Context: an optimization exercise on an open-source flow, tuned for small area and a short achievable clock period. The choices shown serve that exercise and are no tape-out recipe.
Function was not checked in any run shown here: the RTL went through the layout flow alone.
Power figures rest on the tool's default switching activity, not on a simulated workload.

[flow/flow/run.sh]
#!/bin/bash
set -e
cp config.mk config.orig.mk
cat flow/extra.mk >> config.mk
bash standard.sh $(cat flow/make_args.txt) finish > standard.log 2>&1
[flow/config.mk]
export PLATFORM = sky130hd
export DESIGN_NAME = router_pkt_queue
export DESIGN_NICKNAME = router_pkt_queue
export VERILOG_FILES = /design/flow/design.v
export SDC_FILE = /design/flow/constraint.sdc
export NUM_CORES = 4
export LEC_CHECK = 0
export CAP_MARGIN = 20
export CORE_MARGIN = 2
export CORE_UTILIZATION = 60
export CTS_BUF_LIST = sky130_fd_sc_hd__clkbuf_16
export CTS_CLUSTER_DIAMETER = 80
export CTS_CLUSTER_SIZE = 25
export PLACE_DENSITY = 0.7
export SLEW_MARGIN = 20
export SETUP_SLACK_MARGIN = 6.3
export BUFFER_PORTS_ARGS = -buffer_cell sky130_fd_sc_hd__buf_4
[flow/design.v]
package router_pkg;
    localparam int SRC_IDX   = 0;
    localparam int DST_IDX   = 1;
    localparam int SIZE_IDX  = 2;
    localparam int HDR_BYTES = 3;
    typedef enum logic [1:0] {
        WERR_OK   = 2'b00,
        WERR_FULL = 2'b01,
        WERR_LEN  = 2'b10
    } werr_e;
    function automatic logic [15:0] crc_offset(input logic [15:0] size);
        crc_offset = size + 16'(HDR_BYTES);
    endfunction
endpackage
import router_pkg::*;
module router_pkt_mem
#(
    parameter int CHANNELS  = 4,
    parameter int DEPTH     = 4,
    parameter int WIDTH     = 11,
    parameter int UWIDTH    = 8
) (
    input  logic                          clk,
    input  logic [CHANNELS-1:0]           i_we_ch,   
    input  logic [2*CHANNELS-1:0]         i_wslot,   
    input  logic [WIDTH-1:0]              i_wsel,    
    input  logic [UWIDTH-1:0]             i_wdata,
    input  logic [2*CHANNELS-1:0]         i_hslot,   
    output logic [CHANNELS*WIDTH*UWIDTH-1:0] o_head   
);
    for (genvar c = 0; c < CHANNELS; c++) begin : g_ch
        logic [1:0] w_ws;
        logic [1:0] w_hs;
        assign w_ws = i_wslot[2*c +: 2];
        assign w_hs = i_hslot[2*c +: 2];
        logic [DEPTH-1:0] w_hoh;
        for (genvar s = 0; s < DEPTH; s++) begin : g_hoh
            assign w_hoh[s] = (w_hs == 2'(s));
        end
        for (genvar a = 0; a < WIDTH; a++) begin : g_byte
            localparam int BW = (a == SIZE_IDX) ? 3 : UWIDTH;
            logic [BW-1:0] r_b [DEPTH];
            for (genvar s = 0; s < DEPTH; s++) begin : g_slot
                always_ff @(posedge clk)
                    if (i_we_ch[c] && w_ws == 2'(s) && i_wsel[a])
                        r_b[s] <= i_wdata[BW-1:0];
            end
            logic [BW-1:0] w_rd;
            assign w_rd = ({BW{w_hoh[0]}} & r_b[0]) | ({BW{w_hoh[1]}} & r_b[1]) |
                          ({BW{w_hoh[2]}} & r_b[2]) | ({BW{w_hoh[3]}} & r_b[3]);
            assign o_head[(c*WIDTH+a)*UWIDTH +: UWIDTH] = UWIDTH'(w_rd);
        end
    end
endmodule
import router_pkg::*;
module router_pkt_queue
#(
    parameter int CHANNELS  = 4,
    parameter int CH_SZ     = 2,
    parameter int DEPTH     = 4,
    parameter int PTR_SZ    = 2,
    parameter int WIDTH     = 11,
    parameter int UWIDTH    = 8,
    parameter int PTR_IN_SZ = 4
) (
    input  logic                 clk,
    input  logic                 rst,
    input  logic                 wen,
    input  logic [CH_SZ-1:0]     wch,
    input  logic [PTR_IN_SZ-1:0] waddr_in,
    input  logic [UWIDTH-1:0]    wdata,
    input  logic                 winc,
    input  logic [CH_SZ-1:0]     rch,
    input  logic [PTR_IN_SZ-1:0] raddr_in,
    input  logic                 rinc,
    output logic [UWIDTH-1:0]    rdata,
    output logic [CHANNELS-1:0]  wfull,
    output logic [CHANNELS-1:0]  rempty,
    output logic [1:0]           werr,
    output logic                 rerr,
    output logic [PTR_SZ:0]      rcount
);
    logic [1:0]          r_head  [CHANNELS];    
    logic [1:0]          r_tail  [CHANNELS];    
    logic [2:0]          r_th    [CHANNELS];    
    logic [CHANNELS-1:0] r_nfull;               
    logic [3:0]          r_len   [CHANNELS];    
    logic [CHANNELS-1:0] r_sbad;                
    logic [CHANNELS-1:0] r_pwe;                 
    logic [1:0]          r_pslot;
    logic [3:0]          r_paddr;
    logic [UWIDTH-1:0]   r_pdata;
    logic [3:0]          w_th     [CHANNELS];
    logic [3:0]          w_th_nxt [CHANNELS];
    logic [2:0]          w_cnt    [CHANNELS];
    logic [2*CHANNELS-1:0] w_wslot;
    logic [2*CHANNELS-1:0] w_hslot;
    logic [CHANNELS-1:0] w_full;
    logic [CHANNELS-1:0] w_empty;
    logic [CHANNELS-1:0] w_we_ch;
    logic [CHANNELS-1:0] w_pwe_ch;
    logic [WIDTH-1:0]    w_pwsel;
    logic [CHANNELS*WIDTH*UWIDTH-1:0] w_head;
    logic [CHANNELS-1:0] w_len_ok;
    logic [CHANNELS-1:0] w_push_ch;
    logic [CHANNELS-1:0] w_pop_ch;
    logic [CHANNELS-1:0] w_phit;
    logic [UWIDTH-1:0]   w_rbyte;
    logic [UWIDTH-1:0]   w_pbyte;
    logic                w_wsize;
    logic                w_len_bad;
    logic                w_waddr_ok;
    function automatic logic [2:0] th2bin(input logic [3:0] t);
        th2bin = {t[3], t[1] & !t[3], (t[0] & !t[1]) | (t[2] & !t[3])};
    endfunction
    assign w_waddr_ok = (waddr_in < 4'(WIDTH));
    assign w_wsize    = wen && (waddr_in == 4'(SIZE_IDX));
    always_comb begin
        for (int c = 0; c < CHANNELS; c++) begin
            w_th[c]     = {!r_nfull[c], r_th[c]};
            w_cnt[c]    = th2bin(w_th[c]);
            w_full[c]   = !r_nfull[c];
            w_empty[c]  = !r_th[c][0];
            w_hslot[2*c +: 2] = r_head[c];
            w_wslot[2*c +: 2] = r_pslot;
            w_len_ok[c] = !r_sbad[c] && (waddr_in == r_len[c]);
            w_we_ch[c]  = wen && (wch == CH_SZ'(c)) && !w_full[c] && w_waddr_ok;
            w_phit[c]   = r_pwe[c] && (r_pslot == r_head[c]);
        end
        for (int a = 0; a < WIDTH; a++)
            w_pwsel[a] = (r_paddr == 4'(a));
    end
    assign w_len_bad = w_wsize || !w_len_ok[wch];
    always_comb begin
        for (int c = 0; c < CHANNELS; c++) begin
            w_push_ch[c] = winc && (wch == CH_SZ'(c)) && !w_full[c] && !w_wsize && w_len_ok[c];
            w_pop_ch[c]  = rinc && (rch == CH_SZ'(c)) && !w_empty[c];
            if (w_push_ch[c] && !w_pop_ch[c])
                w_th_nxt[c] = {w_th[c][2:0], 1'b1};
            else if (!w_push_ch[c] && w_pop_ch[c])
                w_th_nxt[c] = {1'b0, w_th[c][3:1]};
            else
                w_th_nxt[c] = w_th[c];
        end
    end
    logic [2:0] w_rc_same, w_rc_inc, w_rc_dec;
    logic       w_rc_push, w_rc_pop;
    logic [2:0] w_rcount_nxt;
    always_comb begin
        w_rc_same = w_cnt[rch];
        w_rc_inc  = w_cnt[rch] + 3'd1;
        w_rc_dec  = w_cnt[rch] - 3'd1;
        w_rc_push = w_push_ch[rch];
        w_rc_pop  = w_pop_ch[rch];
        if (w_rc_push && !w_rc_pop)
            w_rcount_nxt = w_rc_inc;
        else if (!w_rc_push && w_rc_pop)
            w_rcount_nxt = w_rc_dec;
        else
            w_rcount_nxt = w_rc_same;
    end
    always_ff @(posedge clk) begin
        for (int c = 0; c < CHANNELS; c++)
            if (w_we_ch[c] && waddr_in == 4'(SIZE_IDX)) begin
                r_sbad[c] <= (wdata[7:3] != 5'd0);
                r_len[c]  <= {1'b0, wdata[2:0]} + 4'(HDR_BYTES);
            end
    end
    always_ff @(posedge clk) begin
        r_pwe   <= w_we_ch;
        r_pslot <= r_tail[wch];
        r_paddr <= waddr_in;
        r_pdata <= wdata;
    end
    always_comb begin
        logic [UWIDTH-1:0] w_chb [CHANNELS];
        for (int c = 0; c < CHANNELS; c++) begin
            case (raddr_in)
                4'd0:    w_chb[c] = w_head[(c*WIDTH+0)*UWIDTH  +: UWIDTH];
                4'd1:    w_chb[c] = w_head[(c*WIDTH+1)*UWIDTH  +: UWIDTH];
                4'd2:    w_chb[c] = w_head[(c*WIDTH+2)*UWIDTH  +: UWIDTH];
                4'd3:    w_chb[c] = w_head[(c*WIDTH+3)*UWIDTH  +: UWIDTH];
                4'd4:    w_chb[c] = w_head[(c*WIDTH+4)*UWIDTH  +: UWIDTH];
                4'd5:    w_chb[c] = w_head[(c*WIDTH+5)*UWIDTH  +: UWIDTH];
                4'd6:    w_chb[c] = w_head[(c*WIDTH+6)*UWIDTH  +: UWIDTH];
                4'd7:    w_chb[c] = w_head[(c*WIDTH+7)*UWIDTH  +: UWIDTH];
                4'd8:    w_chb[c] = w_head[(c*WIDTH+8)*UWIDTH  +: UWIDTH];
                4'd9:    w_chb[c] = w_head[(c*WIDTH+9)*UWIDTH  +: UWIDTH];
                4'd10:   w_chb[c] = w_head[(c*WIDTH+10)*UWIDTH +: UWIDTH];
                default: w_chb[c] = '0;
            endcase
        end
        case (rch)
            2'd0:    w_rbyte = w_chb[0];
            2'd1:    w_rbyte = w_chb[1];
            2'd2:    w_rbyte = w_chb[2];
            default: w_rbyte = w_chb[3];
        endcase
        w_pbyte = (r_paddr == 4'(SIZE_IDX)) ? {5'b0, r_pdata[2:0]} : r_pdata;
    end
    always_ff @(posedge clk) begin
        if (rst) begin
            for (int c = 0; c < CHANNELS; c++) begin
                r_head[c] <= '0;
                r_tail[c] <= '0;
                r_th[c]   <= '0;
            end
            r_nfull <= '1;
            wfull  <= '0;
            rempty <= '1;
            werr   <= 2'b00;
            rerr   <= 1'b0;
            rcount <= '0;
            rdata  <= '0;
        end else begin
            for (int c = 0; c < CHANNELS; c++) begin
                if (w_pop_ch[c])
                    r_head[c] <= r_head[c] + 2'd1;
                if (w_push_ch[c])
                    r_tail[c] <= r_tail[c] + 2'd1;
                r_th[c]   <= w_th_nxt[c][2:0];
                r_nfull[c] <= !w_th_nxt[c][3];
                wfull[c]  <= w_th_nxt[c][3];
                rempty[c] <= !w_th_nxt[c][0];
            end
            werr   <= !winc ? WERR_OK : w_full[wch] ? WERR_FULL : w_len_bad ? WERR_LEN : WERR_OK;
            rerr   <= rinc && w_empty[rch];
            rcount <= w_rcount_nxt;
            rdata  <= (w_phit[rch] && raddr_in == r_paddr) ? w_pbyte : w_rbyte;
        end
    end
    router_pkt_mem #(
        .CHANNELS (CHANNELS),
        .DEPTH    (DEPTH),
        .WIDTH    (WIDTH),
        .UWIDTH   (UWIDTH)
    ) u_mem (
        .clk     (clk),
        .i_we_ch (r_pwe),
        .i_wslot (w_wslot),
        .i_wsel  (w_pwsel),
        .i_wdata (r_pdata),
        .i_hslot (w_hslot),
        .o_head  (w_head)
    );
endmodule
[flow/flow/extra.mk]
export SETUP_SLACK_MARGIN = 6.3
export BUFFER_PORTS_ARGS = -buffer_cell sky130_fd_sc_hd__buf_4
[flow/flow/make_args.txt]
MATCH_CELL_FOOTPRINT=0
[flow/constraint.sdc]
create_clock -name core_clock -period 10.0 [get_ports {clk}]
set_input_delay 2.0000 -clock core_clock [delete_from_list [all_inputs] [get_ports {clk}]]
set_output_delay 2.0000 -clock core_clock [all_outputs]
set_load 0.01 [all_outputs]
[flow/standard.sh]
#!/bin/bash
# synth_recipe.tcl (not shown) runs the flow's synth.tcl, then flattens the netlist and writes it again
# the make line also repeats each setting of config.mk as NAME=value (left out here)
make -C /OpenROAD-flow-scripts/flow DESIGN_CONFIG=/design/flow/config.mk WORK_HOME=/design/flow/orfs CLKGATE_MAP_FILE= SYNTH_SCRIPT=/design/flow/synth_recipe.tcl "${@:-finish}"
==> results.py, run 1 <==
metrics = {
    "placement": {
        "port_buffers": 46,
        "weighted_congestion_reported_at_the_end_of_routability_driven_placement": 0.908,
        "post-place-cells": 4276,
        "detailedPlacementHpwl_microns": 81800,
        "dpl_worst_slack_ps": 5120,
    },
    "yosys": {
        "library_cell_occupying_the_most_area_in_the_post_synthesis_netlist": "sky130_fd_sc_hd__edfxtp_1",
        "synthCells": 3247,
        "synth_top_family_by_area": "compound AO/OA/AOI/OAI gates",
        "syn_area_sq_um": 53500,
        "synthSimpleGateAreaFrac_pct": 4.08,
        "netlist.area_leader.share_pct": 75.6,
        "synth.avg_cell_area_sq_um": 16.5,
        "postSynthNetCount": 3299,
        "synth-compound-area-share_pct": 13.7,
        "yosys.area_share.xor_xnor_pct": 0.704,
        "synth.lib_cells_used.distinct": 58,
        "synth_flop_cell": "sky130_fd_sc_hd__edfxtp_1",
        "fraction_of_the_yosys_area_taken_by_sequential_cells_pct": 78.3,
        "synth_edf_count": 1348,
        "synth-seq-cells": 1420,
        "yosys_warnings": 54,
        "synthMuxAreaShare_pct": 0.292,
        "asyncSetResetFlopFracSynth_pct": 0,
        "netlist_top_cells_area": "sky130_fd_sc_hd__edfxtp_1 76%, sky130_fd_sc_hd__a22oi_1 6.3%, sky130_fd_sc_hd__dfxtp_1 2.7%",
        "yosys.area_share.adder_pct": 0.650,
    },
    "power_and_ir_drop": {
        "power.share.sequential_pct": 66.1,
        "pwr_density_cell_nw_per_um2": 173,
        "internal_power_mw": 7.92,
        "combPwrFrac_pct": 2.6,
        "clockPowerShare_pct": 31.3,
        "p_sw_mw": 1.99,
        "netSwitchingFraction_pct": 20.1,
        "worst_ir_drop_vdd_v": 0.000148,
        "finalPower_mw": 9.91,
        "p_leak_nw": 17.3,
    },
    "clock_tree": {
        "inserted_clock_buffers": 67,
        "cts_root_buf": "sky130_fd_sc_hd__clkbuf_16",
        "cts.htree.levels": 3,
        "clock_sinks": 1420,
        "clk_latency_ps": 650,
        "tritoncts": "done",
        "worst_setup_hold_path_clk_slew_ps": 100,
        "cts_buffer_depth": 3,
    },
    "routing": {
        "routed_wire_length_per_instance_microns": 31.4,
        "ant_nets": 0,
        "vias_per_cell": 7.05,
        "drc": 0,
        "wl_met3_microns": 15500,
        "route.vias.total": 30899,
        "wirelength_microns": 138000,
        "wirelength_met1_microns": 52700,
        "firstDrtPassIters": 6,
        "top_layer_used": "met5",
        "drt_iter0_drc": 4557,
        "wl_met2_microns": 64700,
    },
    "min_path": {
        "hold_path_class": "reg2reg",
        "hold_start": "r_tail[1][1]$_SDFFE_PP0P_",
    },
    "final_layout": {
        "layout-drive-gt1-share_pct": 9.66,
        "post_layout_nonfiller_instances": 4385,
        "antenna_cells": 0,
        "layout-area-overhead-vs-synth_pct": 7.27,
        "finalNetCount": 3246,
        "n_fill_cell": 5991,
    },
    "global_route": {
        "antenna_found_initial": 3,
        "globalRouteOverflowTotal": 0,
        "grt_max_degree": 96,
        "grt_usage_pct": 30.0,
        "wire_length_of_the_first_global_routing_pass_microns": 200000,
        "number_of_global_route_vias_before_repair": 29595,
    },
    "critical_path": {
        "timing.critical_path.required_ps": 10600,
        "crit_path_max_incr_delay_ps": 590,
        "cp_cell_sequence": "buf_4 -> or4b_4 -> buf_4 -> clkbuf_16 -> a21oi_1 -> o41ai_4 -> a2111oi_1 -> a21o_1",
        "cp-startpoint": "raddr_in[1]",
        "crit_slowest_cell": "sky130_fd_sc_hd__or4b_4",
        "critPathMostFrequentCell": "sky130_fd_sc_hd__buf_4",
        "critPathLaunchType": "input port",
        "cp-end-kind": "flip-flop",
        "r2r_start": "r_head[2][1]$_SDFFE_PP0P_",
        "setup.worst_path.class": "in2reg",
        "worst_ep_arrival_time_ps": 4350,
        "worstPathMaxFanout": 14,
    },
    "sta": {
        "setup_total_negative_slack_ps": 0,
        "maxClockFrequency_ghz": 0.266,
        "max_slew_margin_pct": 18.8,
        "final_period_minus_worst_setup_slack_ps": 3760,
        "drv_slew": 0,
        "count_of_final_setup_violators": 0,
        "least_margin_pin_slew_ps": 1210,
        "postLayoutSetupSlackWorst_ps": 6240,
        "final-hold-violation-count": 0,
        "finalCritPeriodShare_pct": 37.6,
        "clock-skew-final_ps": 28.9,
        "setup_repair_after_global_routing_missed_its_margin": "yes",
    },
    "die": {
        "initial_utilization_pct": 60.6,
        "fp.coreArea_sq_um": 88400,
        "io-pin-count": 47,
        "die_w_microns": 303,
        "die_area_sq_um": 91600,
        "floorplan.die.height_microns": 303,
        "placement_rows": 109,
    },
    "status": {
        "outcome": "no timing/DRC/antenna violations",
    },
    "flow_run": {
        "maxCapViolations": 0,
    },
}
==> cells in the final DEF (no fill, tap or decap), drive strengths merged, types with 69 or more instances in the layout <==
master / Yosys / final
edfxtp: 1348 / 1348
a22oi: 452 / 452
a21oi: 248 / 248
nor2: 235 / 235
a221oi: 111 / 111
a22o: 106 / 106
buf: 75 / 102
clkbuf: 152 / 75
dfxtp: 72 / 72
nand2: 69 / 69
==> critical path: cells and delay by family <==
kind	cells	cell delay (ps)
and+or+nand+nor	1	590
buffers and inverters	3	650
AOI/OAI and AO/OA	4	1090
==> layout make-up <==
cell class	count	area (sq um)	area share (%)
Sequential cell	1420	42000	73.1
Multi-Input combinational cell	1563	11000	19.2
Clock buffer	73	1830	3.18
Tap cell	1165	1460	2.54
Timing Repair Buffer	104	896	1.56
Inverter	38	146	0.255
Clock inverter	22	126	0.220
==> through the flow <==
stage          hold WS [ps]  util, %  cell area [sq um]
4_1_cts                 531     64.7              57200
3_5_place_dp            508     62.1              54900
5_1_grt                 561     65.0              57400
6_report                525     65.0              57400
2_1_floorplan           474        -              53700
3_3_place_gp            496     62.1              54900
==> cell usage after synthesis, types with 6 or more instances <==
master	count
sky130_fd_sc_hd__o41ai_2	8
sky130_fd_sc_hd__nor3_1	29
sky130_fd_sc_hd__nand4_1	10
sky130_fd_sc_hd__or4_1	9
sky130_fd_sc_hd__o22ai_1	50
sky130_fd_sc_hd__dfxtp_1	72
sky130_fd_sc_hd__clkbuf_1	152
sky130_fd_sc_hd__buf_6	15
sky130_fd_sc_hd__xor2_1	20
sky130_fd_sc_hd__a211oi_1	8
sky130_fd_sc_hd__xnor2_1	23
sky130_fd_sc_hd__a221oi_1	106
sky130_fd_sc_hd__edfxtp_1	1348
sky130_fd_sc_hd__nand3_1	14
sky130_fd_sc_hd__a22oi_1	452
sky130_fd_sc_hd__ha_1	27
sky130_fd_sc_hd__nand2_1	69
sky130_fd_sc_hd__nor4_1	52
sky130_fd_sc_hd__o21ai_0	12
sky130_fd_sc_hd__nor2b_1	7
sky130_fd_sc_hd__nor2_1	235
sky130_fd_sc_hd__buf_2	45
sky130_fd_sc_hd__buf_1	11
sky130_fd_sc_hd__a21o_1	13
sky130_fd_sc_hd__a22o_1	106
sky130_fd_sc_hd__inv_1	38
sky130_fd_sc_hd__a21oi_1	246
sky130_fd_sc_hd__mux4_2	6
==> registers in the layout, summed over array words and instances, names as in the netlist, 3 cells and up <==
| register | cells |
|---|---|
| u_mem.g_ch.g_byte.r_b | 1328 |
| r_len | 16 |
| r_th | 12 |
| r_head | 8 |
| r_pdata | 8 |
| r_tail | 8 |
| rdata | 8 |
| r_nfull | 4 |
| r_paddr | 4 |
| r_pwe | 4 |
| r_sbad | 4 |
| rempty | 4 |
| wfull | 4 |
| rcount | 3 |
==> power by group through the flow <==
stage                     sequential, mW  combinational [mW]  clock (mW)
after CTS                           6.55               0.246        3.11
after detailed placement            6.68               0.232           0
after global placement              6.68               0.225           0
after floorplan                     6.70              0.0929           0
after global routing                6.55               0.264        3.30
final                               6.55               0.255        3.10
==> path summary, 6_finish.rpt <==
kind	cells past startpoint	end	slack (ps)
max reg2reg	9	rdata[1]$_SDFF_PP0_	6280
min	2	r_tail[1][1]$_SDFFE_PP0P_	530
max	8	rdata[1]$_SDFF_PP0_	6240
min reg2reg	2	r_tail[1][1]$_SDFFE_PP0P_	530
==> cell families (layout without fill, tap and decap cells) <==
logic type      Yosys count  after routing
compound gates         1021           1021
xor+xnor                 43             43
fa+ha+maj                28             28
buf+inv                 265            237
flops                  1420           1420
mux                       8              8
simple gates            462            463
==> timing repair <==
action,4_1_cts,5_1_grt
endpoints found under the setup margin,10,10
hold buffers,0,0
resized for setup,48,36
setup buffers,12,0
gates cloned,2,0
pin swaps,5,1
==> per-layer routing <==
| layer | vias to the layer above | global-route usage [%] |
|---|---|---|
| li1 | 12987 | - |
| met1 | 15570 | 43.3 |
| met2 | 2047 | 46.8 |
| met3 | 291 | 5.59 |
| met4 | 4 | 10.3 |
| met5 | - | 0 |
==> run 2: changes to the inputs <==
==> flow/flow/extra.mk (replaced) <==
export SETUP_SLACK_MARGIN = 6.5
export BUFFER_PORTS_ARGS = -buffer_cell sky130_fd_sc_hd__buf_4
--- a/flow/config.mk
+++ b/flow/config.mk
@@ -8,10 +8,10 @@
 export CAP_MARGIN = 20
 export CORE_MARGIN = 2
 export CORE_UTILIZATION = 60
-export CTS_BUF_LIST = sky130_fd_sc_hd__clkbuf_16
-export CTS_CLUSTER_DIAMETER = 80
-export CTS_CLUSTER_SIZE = 25
+export CTS_BUF_LIST = sky130_fd_sc_hd__clkbuf_8
+export CTS_CLUSTER_DIAMETER = 60
+export CTS_CLUSTER_SIZE = 16
 export PLACE_DENSITY = 0.7
 export SLEW_MARGIN = 20
-export SETUP_SLACK_MARGIN = 6.3
+export SETUP_SLACK_MARGIN = 6.5
 export BUFFER_PORTS_ARGS = -buffer_cell sky130_fd_sc_hd__buf_4
==> run 2 against run 1 <==
Net effect: cell area grew 0.66%; still clean; routed wire length grew 2.2%; clock-buffer cell count grew 34; flip-flop and latch count is the same; clock power shrank 8.1%; non-clock buffer count grew 11; synthesized cell count is the same; worst hold slack gained 11 ps; maximum frequency grew 6.3%; sequential share of layout area shrank 0.47 points.
==> results.py, run 2 <==
metrics = {
    "status": {
        "outcome": "no timing/DRC/antenna violations",
    },
    "global_route": {
        "number_of_global_route_vias_before_repair": 30204,
        "met2_usage_pct": 46.6,
        "wire_length_of_the_first_global_routing_pass_microns": 200000,
        "globalRouteOverflowTotal": 0,
        "antenna_found_initial": 6,
        "grt_max_degree": 101,
        "grt_most_used_layer": "met2",
        "grt_usage_pct": 29.9,
        "grt_util_met3_pct": 5.34,
        "met1_usage_pct": 42.8,
    },
    "min_path": {
        "hold_start": "r_tail[1][1]$_SDFFE_PP0P_",
        "hold_path_class": "reg2reg",
        "worstHoldPathCells": 2,
        "whs_endpoint": "r_tail[1][1]$_SDFFE_PP0P_",
    },
    "die": {
        "die_w_microns": 303,
        "initial_utilization_pct": 60.6,
        "placement_rows": 109,
        "fp.coreArea_sq_um": 88400,
        "floorplan.die.height_microns": 303,
        "die_area_sq_um": 91600,
        "io-pin-count": 47,
    },
    "final_layout": {
        "final-seq-area_sq_um": 42000,
        "final_design_area_no_fill_sq_um": 57800,
        "layout-drive-gt1-share_pct": 11.9,
        "max_flop_register": "u_mem.g_ch.g_byte.r_b",
        "postLayoutCoreUtil_pct": 65.4,
        "mostFrequentLayoutCell": "sky130_fd_sc_hd__edfxtp_1",
        "flip_flop_count_of_the_largest_register_after_layout": 1328,
        "most_frequent_cells_in_the_layout": "1348 x sky130_fd_sc_hd__edfxtp_1, 452 x sky130_fd_sc_hd__a22oi_1, 234 x sky130_fd_sc_hd__nor2_1",
        "post_layout_nonfiller_instances": 4458,
        "finalNetCount": 3293,
        "total_area_of_multi_input_combinational_cells_sq_um": 11300,
        "n_fill_cell": 5984,
        "layout-area-overhead-vs-synth_pct": 7.97,
        "largest_registers": "u_mem.g_ch.g_byte.r_b: 1328 flops, r_len: 16 flops, r_th: 12 flops",
    },
    "routing": {
        "route.vias.total": 31335,
        "wirelength_microns": 141000,
        "vias_per_cell": 7.03,
        "drc": 0,
        "routed_wire_length_per_instance_microns": 31.6,
        "firstDrtPassIters": 8,
        "drt_iter0_drc": 4865,
        "ant_nets": 0,
    },
    "power_and_ir_drop": {
        "p_leak_nw": 17.4,
        "finalPower_mw": 9.67,
        "worst_ir_drop_vdd_v": 0.000164,
        "pwr_density_cell_nw_per_um2": 167,
    },
    "flow_run": {
        "maxCapViolations": 0,
    },
    "yosys": {
        "netlist.area_leader.share_pct": 75.6,
        "yosys_warnings": 54,
        "synth_flop_cell": "sky130_fd_sc_hd__edfxtp_1",
        "synthMuxAreaShare_pct": 0.292,
        "netlist_top_cells_area": "sky130_fd_sc_hd__edfxtp_1 76%, sky130_fd_sc_hd__a22oi_1 6.3%, sky130_fd_sc_hd__dfxtp_1 2.7%",
        "synth-compound-area-share_pct": 13.7,
        "synthSimpleGateAreaFrac_pct": 4.08,
        "synth_edf_count": 1348,
        "library_cell_occupying_the_most_area_in_the_post_synthesis_netlist": "sky130_fd_sc_hd__edfxtp_1",
        "synth_top_family_by_area": "compound AO/OA/AOI/OAI gates",
        "ys_top_cells_by_count": "1348 x sky130_fd_sc_hd__edfxtp_1, 452 x sky130_fd_sc_hd__a22oi_1, 246 x sky130_fd_sc_hd__a21oi_1",
        "syn_area_sq_um": 53500,
        "postSynthNetCount": 3299,
        "yosys.area_share.adder_pct": 0.650,
        "synth.avg_cell_area_sq_um": 16.5,
        "fraction_of_the_yosys_area_taken_by_sequential_cells_pct": 78.3,
        "asyncSetResetFlopFracSynth_pct": 0,
        "synthCells": 3247,
        "synth-seq-cells": 1420,
        "yosys.area_share.xor_xnor_pct": 0.704,
        "synth.lib_cells_used.distinct": 58,
        "synth.most_common_cell": "sky130_fd_sc_hd__edfxtp_1",
    },
    "placement": {
        "post-place-cells": 4271,
        "detailedPlacementHpwl_microns": 82600,
        "dpl_worst_slack_ps": 5240,
        "detailed_place.area_sq_um": 54900,
        "port_buffers": 46,
        "weighted_congestion_reported_at_the_end_of_routability_driven_placement": 0.927,
    },
    "clock_tree": {
        "inserted_clock_buffers": 103,
        "worst_setup_hold_path_clk_slew_ps": 100,
        "tritoncts": "done",
        "cts.htree.levels": 3,
        "clk_latency_ps": 780,
        "cts_root_buf": "sky130_fd_sc_hd__clkbuf_8",
        "clock_sinks": 1420,
        "cts_buffer_depth": 3,
    },
    "sta": {
        "drv_slew": 0,
        "postLayoutSetupSlackWorst_ps": 6470,
        "setup_total_negative_slack_ps": 0,
        "least_margin_pin_slew_ps": 1170,
        "final-hold-violation-count": 0,
        "fin_hold_ws_ps": 537,
        "clock-skew-final_ps": 62.9,
        "count_of_final_setup_violators": 0,
        "final_period_minus_worst_setup_slack_ps": 3530,
        "setup_repair_after_global_routing_missed_its_margin": "no",
        "max_slew_margin_pct": 21.8,
        "finalCritPeriodShare_pct": 35.3,
        "maxClockFrequency_ghz": 0.283,
    },
    "critical_path": {
        "timing.critical_path.required_ps": 10730,
        "r2r_start": "r_head[2][1]$_SDFFE_PP0P_",
        "setup.worst_path.class": "in2reg",
        "worstPathMaxFanout": 14,
        "critPathLaunchType": "input port",
        "worst_reg2reg_path_depth": 9,
        "crit-reg2reg-capture": "rdata[3]$_SDFF_PP0_",
        "worst_ep_arrival_time_ps": 4260,
        "cp-end-kind": "flip-flop",
        "timing.reg2reg.setup_slack_ps": 6510,
    },
}
## run 2: cell counts after synthesis
No cell type changed its count.
## run 2: where the power goes
| part | switching, mW | internal, mW | total, mW |
|---|---|---|---|
| clock | 1.79 | 1.07 | 2.85 |
| sequential | 0.0448 | 6.50 | 6.55 |
| combinational | 0.194 | 0.0707 | 0.264 |
| total | 2.02 | 7.64 | 9.67 |
## run 2: layout make-up
class,instances,share of cell area [%]
flip-flops and latches,1420,72.6
multi-input cells,1563,19.5
clock buffers,107,2.55
well taps,1165,2.52
repair buffers,115,1.99
clock inverters,49,0.544
inverters,38,0.253
diodes,1,0.00433
## run 2: worst max path at each step
| stage | endpoint | from | cells past startpoint |
|---|---|---|---|
| after floorplan | rdata[4]$_SDFF_PP0_ | raddr_in[1] | 10 |
| after global placement | rdata[2]$_SDFF_PP0_ | raddr_in[2] | 8 |
| after detailed placement | rdata[1]$_SDFF_PP0_ | raddr_in[0] | 8 |
| after CTS | rdata[2]$_SDFF_PP0_ | raddr_in[0] | 7 |
| after global routing | rdata[3]$_SDFF_PP0_ | raddr_in[2] | 9 |
| final | rdata[5]$_SDFF_PP0_ | raddr_in[3] | 7 |
## run 2: critical path, cell delays in order
cell and delay, ps:
sky130_fd_sc_hd__buf_8 140, sky130_fd_sc_hd__xor2_1 170, sky130_fd_sc_hd__nor4_1 740, sky130_fd_sc_hd__o211ai_1 290, sky130_fd_sc_hd__nor2_1 480, sky130_fd_sc_hd__and2_1 300, sky130_fd_sc_hd__a21o_1 140
## run 2: logic make-up (layout without fill, tap and decap cells)
family                     after synthesis  after routing
DFF                                   1420           1420
AOI/OAI and AO/OA                     1021           1021
and+or+nand+nor                        462            463
buffers and inverters                  265            309
xor gates and xnor gates                43             43
adders and majority gates               28             28
muxes                                    8              8
other                                    0              1
## run 2: routing by layer
metal  up-vias  wire length [microns]
li1      13093                      -
met1     15832                  53300
met2      2090                  66000
met3       316                  16000
met4         4                   5440
met5         -                     16
## run 2: what timing repair did
action	4_1_cts	5_1_grt
buffers inserted	3	19
endpoints found under the setup margin	11	14
gates cloned	0	5
pin swaps	1	14
hold buffers	0	0
resized for setup	56	72
==> run 3: changes to the inputs <==
--- a/flow/design.v
+++ b/flow/design.v
@@ -101,7 +101,6 @@
     logic [CHANNELS-1:0] w_pwe_ch;
     logic [WIDTH-1:0]    w_pwsel;
     logic [CHANNELS*WIDTH*UWIDTH-1:0] w_head;
-    logic [CHANNELS-1:0] w_len_ok;
     logic [CHANNELS-1:0] w_push_ch;
     logic [CHANNELS-1:0] w_pop_ch;
     logic [CHANNELS-1:0] w_phit;
@@ -123,17 +122,24 @@
             w_empty[c]  = !r_th[c][0];
             w_hslot[2*c +: 2] = r_head[c];
             w_wslot[2*c +: 2] = r_pslot;
-            w_len_ok[c] = !r_sbad[c] && (waddr_in == r_len[c]);
             w_we_ch[c]  = wen && (wch == CH_SZ'(c)) && !w_full[c] && w_waddr_ok;
             w_phit[c]   = r_pwe[c] && (r_pslot == r_head[c]);
         end
         for (int a = 0; a < WIDTH; a++)
             w_pwsel[a] = (r_paddr == 4'(a));
     end
-    assign w_len_bad = w_wsize || !w_len_ok[wch];
+    logic [3:0] w_len_w;
+    logic       w_sbad_w;
+    logic       w_full_w;
+    logic       w_push;
+    assign w_len_w   = r_len[wch];
+    assign w_sbad_w  = r_sbad[wch];
+    assign w_full_w  = w_full[wch];
+    assign w_len_bad = w_wsize || w_sbad_w || (waddr_in != w_len_w);
+    assign w_push    = winc && !w_full_w && !w_len_bad;
     always_comb begin
         for (int c = 0; c < CHANNELS; c++) begin
-            w_push_ch[c] = winc && (wch == CH_SZ'(c)) && !w_full[c] && !w_wsize && w_len_ok[c];
+            w_push_ch[c] = w_push && (wch == CH_SZ'(c));
             w_pop_ch[c]  = rinc && (rch == CH_SZ'(c)) && !w_empty[c];
             if (w_push_ch[c] && !w_pop_ch[c])
                 w_th_nxt[c] = {w_th[c][2:0], 1'b1};
@@ -148,10 +154,10 @@
     logic [2:0] w_rcount_nxt;
     always_comb begin
         w_rc_same = w_cnt[rch];
-        w_rc_inc  = w_cnt[rch] + 3'd1;
-        w_rc_dec  = w_cnt[rch] - 3'd1;
-        w_rc_push = w_push_ch[rch];
-        w_rc_pop  = w_pop_ch[rch];
+        w_rc_inc  = w_rc_same + 3'd1;
+        w_rc_dec  = w_rc_same - 3'd1;
+        w_rc_push = w_push && (wch == rch);
+        w_rc_pop  = rinc && !w_empty[rch];
         if (w_rc_push && !w_rc_pop)
             w_rcount_nxt = w_rc_inc;
         else if (!w_rc_push && w_rc_pop)
@@ -223,7 +229,7 @@
                 wfull[c]  <= w_th_nxt[c][3];
                 rempty[c] <= !w_th_nxt[c][0];
             end
-            werr   <= !winc ? WERR_OK : w_full[wch] ? WERR_FULL : w_len_bad ? WERR_LEN : WERR_OK;
+            werr   <= !winc ? WERR_OK : w_full_w ? WERR_FULL : w_len_bad ? WERR_LEN : WERR_OK;
             rerr   <= rinc && w_empty[rch];
             rcount <= w_rcount_nxt;
             rdata  <= (w_phit[rch] && raddr_in == r_paddr) ? w_pbyte : w_rbyte;
==> flow/flow/extra.mk (replaced) <==
export SETUP_SLACK_MARGIN = 6.8
export BUFFER_PORTS_ARGS = -buffer_cell sky130_fd_sc_hd__buf_4
--- a/flow/config.mk
+++ b/flow/config.mk
@@ -8,10 +8,10 @@
 export CAP_MARGIN = 20
 export CORE_MARGIN = 2
 export CORE_UTILIZATION = 60
-export CTS_BUF_LIST = sky130_fd_sc_hd__clkbuf_8
-export CTS_CLUSTER_DIAMETER = 60
-export CTS_CLUSTER_SIZE = 16
+export CTS_BUF_LIST = sky130_fd_sc_hd__clkbuf_16
+export CTS_CLUSTER_DIAMETER = 80
+export CTS_CLUSTER_SIZE = 25
 export PLACE_DENSITY = 0.7
 export SLEW_MARGIN = 20
-export SETUP_SLACK_MARGIN = 6.5
+export SETUP_SLACK_MARGIN = 6.8
 export BUFFER_PORTS_ARGS = -buffer_cell sky130_fd_sc_hd__buf_4
==> run 3 against run 2 <==
Net effect: register-to-register slack better by 30 ps; power grew 2.9%; synthesized cell count down 0.28%; still clean; largest power group unchanged; first-iteration DRC count is 5.0% higher; synthesized area is 0.43% lower; largest cell class unchanged; utilization rose by 2.5 points; sequential power is essentially flat.
==> results.py, run 3 <==
metrics = {
    "status": {
        "outcome": "no timing/DRC/antenna violations",
    },
    "yosys": {
        "synthCells": 3238,
        "synth.avg_cell_area_sq_um": 16.5,
        "fraction_of_the_yosys_area_taken_by_sequential_cells_pct": 78.7,
        "synth_flop_cell": "sky130_fd_sc_hd__edfxtp_1",
        "postSynthNetCount": 3290,
        "yosys_warnings": 54,
        "netlist.area_leader.share_pct": 76.0,
        "synth.most_common_cell": "sky130_fd_sc_hd__edfxtp_1",
        "synth_edf_count": 1348,
        "ys_top_cells_by_count": "1348 x sky130_fd_sc_hd__edfxtp_1, 492 x sky130_fd_sc_hd__a22oi_1, 269 x sky130_fd_sc_hd__a21oi_1",
        "asyncSetResetFlopFracSynth_pct": 0,
        "netlist_top_cells_area": "sky130_fd_sc_hd__edfxtp_1 76%, sky130_fd_sc_hd__a22oi_1 6.9%, sky130_fd_sc_hd__dfxtp_1 2.7%",
        "synth-seq-cells": 1420,
        "library_cell_occupying_the_most_area_in_the_post_synthesis_netlist": "sky130_fd_sc_hd__edfxtp_1",
        "synth.lib_cells_used.distinct": 59,
        "syn_area_sq_um": 53300,
    },
    "clock_tree": {
        "inserted_clock_buffers": 66,
        "clk_latency_ps": 670,
        "worst_setup_hold_path_clk_slew_ps": 100,
        "cts.htree.levels": 3,
        "cts_hold_repair.buffers": 0,
        "cts_buffer_depth": 3,
        "cts_root_buf": "sky130_fd_sc_hd__clkbuf_16",
        "clock_sinks": 1420,
        "tritoncts": "done",
    },
    "final_layout": {
        "max_flop_register": "u_mem.g_ch.g_byte.r_b",
        "finalNetCount": 3365,
        "layout-drive-gt1-share_pct": 16.1,
        "flip_flop_count_of_the_largest_register_after_layout": 1328,
        "postLayoutCoreUtil_pct": 67.9,
        "post_layout_nonfiller_instances": 4509,
        "most_frequent_cells_in_the_layout": "1348 x sky130_fd_sc_hd__edfxtp_1, 492 x sky130_fd_sc_hd__a22oi_1, 222 x sky130_fd_sc_hd__a21oi_1",
        "mostFrequentLayoutCell": "sky130_fd_sc_hd__edfxtp_1",
        "largest_registers": "u_mem.g_ch.g_byte.r_b: 1328 flops, r_len: 16 flops, r_th: 12 flops",
        "layout-area-overhead-vs-synth_pct": 12.5,
    },
    "sta": {
        "setup_repair_after_global_routing_missed_its_margin": "yes",
        "final-hold-violation-count": 0,
        "least_margin_pin_slew_ps": 1200,
        "drv_slew": 0,
        "final_period_minus_worst_setup_slack_ps": 3690,
        "postLayoutSetupSlackWorst_ps": 6310,
        "maxClockFrequency_ghz": 0.271,
        "max_slew_margin_pct": 19.7,
        "count_of_final_setup_violators": 0,
        "clock-skew-final_ps": 33.0,
        "finalCritPeriodShare_pct": 36.9,
        "setup_total_negative_slack_ps": 0,
    },
    "critical_path": {
        "timing.critical_path.buf_inv": 1,
        "worst_ep_arrival_time_ps": 4240,
        "cpLargestDelayFamily": "simple AND/OR/NAND/NOR gates",
        "critPathLaunchType": "input port",
        "setup.worst_path.class": "in2reg",
        "crit_slowest_cell": "sky130_fd_sc_hd__or4_4",
        "worstPathMaxFanout": 6,
        "cp_cell_sequence": "buf_12 -> mux4_2 -> xnor2_2 -> nand3_4 -> or4_4 -> ha_4 -> nor3b_2 -> a21oi_1 -> nor2_1 -> a21oi_1 -> nor2_1",
        "crit_path_max_incr_delay_ps": 580,
        "timing.critical_path.required_ps": 10550,
        "cp-end-kind": "flip-flop",
        "timing.reg2reg.setup_slack_ps": 6540,
    },
    "die": {
        "die_w_microns": 302,
        "die_area_sq_um": 91200,
        "fp.coreArea_sq_um": 88200,
        "initial_utilization_pct": 60.4,
        "placement_rows": 109,
        "floorplan.die.height_microns": 302,
        "io-pin-count": 47,
    },
    "global_route": {
        "met2_usage_pct": 48.9,
        "grt_max_degree": 110,
        "globalRouteOverflowTotal": 0,
        "wire_length_of_the_first_global_routing_pass_microns": 207000,
        "antenna_found_initial": 2,
        "number_of_global_route_vias_before_repair": 30500,
        "grt_most_used_layer": "met2",
        "grt_util_met3_pct": 6.56,
        "grt_usage_pct": 31.3,
        "met1_usage_pct": 44.1,
    },
    "routing": {
        "ant_nets": 0,
        "drt_iter0_drc": 5106,
        "drc": 0,
        "routed_wire_length_per_instance_microns": 32.8,
        "route.vias.total": 32084,
        "wirelength_microns": 148000,
        "firstDrtPassIters": 8,
        "vias_per_cell": 7.12,
    },
    "power_and_ir_drop": {
        "p_leak_nw": 18.3,
        "p_sw_mw": 2.04,
        "clockPowerShare_pct": 30.7,
        "worst_ir_drop_vdd_v": 0.000189,
        "netSwitchingFraction_pct": 20.5,
        "power.share.sequential_pct": 66.0,
        "internal_power_mw": 7.91,
        "combPwrFrac_pct": 3.3,
        "pwr_density_cell_nw_per_um2": 166,
    },
    "placement": {
        "detailedPlacementHpwl_microns": 79200,
        "weighted_congestion_reported_at_the_end_of_routability_driven_placement": 0.868,
        "port_buffers": 46,
        "dpl_worst_slack_ps": 5090,
        "post-place-cells": 4256,
    },
    "min_path": {
        "hold_path_class": "reg2reg",
    },
    "flow_run": {
        "maxCapViolations": 0,
    },
}
run 3: changes by cell type after synthesis, moves of 14 or more:
cell                       delta
sky130_fd_sc_hd__a221oi_1    -18
sky130_fd_sc_hd__buf_1       +22
sky130_fd_sc_hd__a21oi_1     +23
sky130_fd_sc_hd__nor3_1      -15
sky130_fd_sc_hd__a22o_1      -18
sky130_fd_sc_hd__a22oi_1     +40
sky130_fd_sc_hd__clkbuf_1    +25
sky130_fd_sc_hd__buf_6       -14
sky130_fd_sc_hd__buf_2       -35
run 3: logic make-up after synthesis:
| family | Yosys count | synth area share, % |
|---|---|---|
| flip-flops | 1420 | 78.7 |
| buffers and inverters | 268 | 2.01 |
| AO/OA/AOI/OAI | 1032 | 13.6 |
| multiplexers | 12 | 0.484 |
| AND/OR/NAND/NOR | 448 | 4.01 |
| adder cells (fa/ha/maj) | 27 | 0.634 |
| XOR/XNOR | 31 | 0.566 |
run 3: area by class of cell:
| cell class | instances | area (sq um) |
|---|---|---|
| Sequential cell | 1420 | 42000 |
| Fill cell | 5594 | 28300 |
| Multi-Input combinational cell | 1554 | 11800 |
| Timing Repair Buffer | 229 | 2690 |
| Clock buffer | 71 | 1780 |
| Tap cell | 1165 | 1460 |
| Inverter | 42 | 163 |
| Clock inverter | 27 | 106 |
| Antenna cell | 1 | 2.50 |
run 3: per-layer routing:
| metal | part of all wire, % | up-vias | routed length (microns) |
|---|---|---|---|
| li1 | - | 13249 | - |
| met1 | 37 | 16311 | 54400 |
| met2 | 47 | 2214 | 69700 |
| met3 | 12 | 310 | 17700 |
| met4 | 4.2 | 0 | 6250 |
| met5 | 0 | - | 0 |
run 3: worst paths after layout:
| path | from | depth (start not counted) | to |
|---|---|---|---|
| max | wch[0] | 11 | r_th[3][2]$_SDFFE_PP0P_ |
| max reg2reg | r_head[2][0]$_SDFFE_PP0P_ | 9 | rdata[3]$_SDFF_PP0_ |
| min | r_tail[3][1]$_SDFFE_PP0P_ | 2 | r_tail[3][1]$_SDFFE_PP0P_ |
| min reg2reg | r_tail[3][1]$_SDFFE_PP0P_ | 2 | r_tail[3][1]$_SDFFE_PP0P_ |
run 3: through the flow:
stage | hold WS (ps) | power, mW | area [sq um]
2_1_floorplan | 453 | 6.80 | 53700
3_3_place_gp | 477 | 6.91 | 54700
3_5_place_dp | 490 | 6.91 | 54700
4_1_cts | 503 | 9.88 | 58500
5_1_grt | 557 | 10.2 | 59900
6_report | 534 | 9.94 | 59900
run 3: repair_timing:
item                                    4_1_cts  5_1_grt
endpoints found under the setup margin       50       59
buffers inserted                             70       64
resized for setup                           201      119
pin swaps                                    55       67
gates cloned                                 14        6
run 3: power by group through the flow:
stage	clock network [mW]	logic [mW]	registers, mW
after floorplan	0	0.0977	6.70
after global placement	0	0.212	6.69
after detailed placement	0	0.218	6.70
after CTS	3.04	0.277	6.56
after global routing	3.25	0.338	6.57
final	3.05	0.331	6.56
run 3: tightest hold or removal path: cells and delay by family (launching register included):
kind / cells / cell delay [ps]
AOI/OAI and AO/OA: 2 / 150
DFF: 1 / 340

[separate check: timing with driven ports]
In the flow no input, the clock included, has a driving cell. The finished layouts below were timed again as built, in two steps.
Step 1: set_driving_cell puts a clkbuf_16 on clk and a buf_2 on each other input, an assumption about the parent block.
Step 2, shift: input delay + t, output delay - t, t = (earliest + latest rising clock arrival at the registers) / 2. This alone moves slack from input paths to output paths.
Three values: ideal, step 1, step 2; two values: the first two.
| run | t (ns) | setup slack, ns | hold slack, ns | pins driven straight from the clock port |
|---|---|---|---|---|
| run 1 | 0.710 | 6.243 / 6.278 / 5.580 | 0.525 / 0.525 / 0.525 | 1 |
| run 2 | 0.820 | 6.465 / 6.463 / 5.643 | 0.537 / 0.537 / 0.537 | 1 |
| run 3 | 0.730 | 6.307 / 6.314 / 5.584 | 0.534 / 0.534 / 0.534 | 1 |
After both steps setup and hold are still met in every run listed. The setup slack of run 2, which loses most, moves by -0.002 ns with the drivers and by -0.822 ns with both steps.
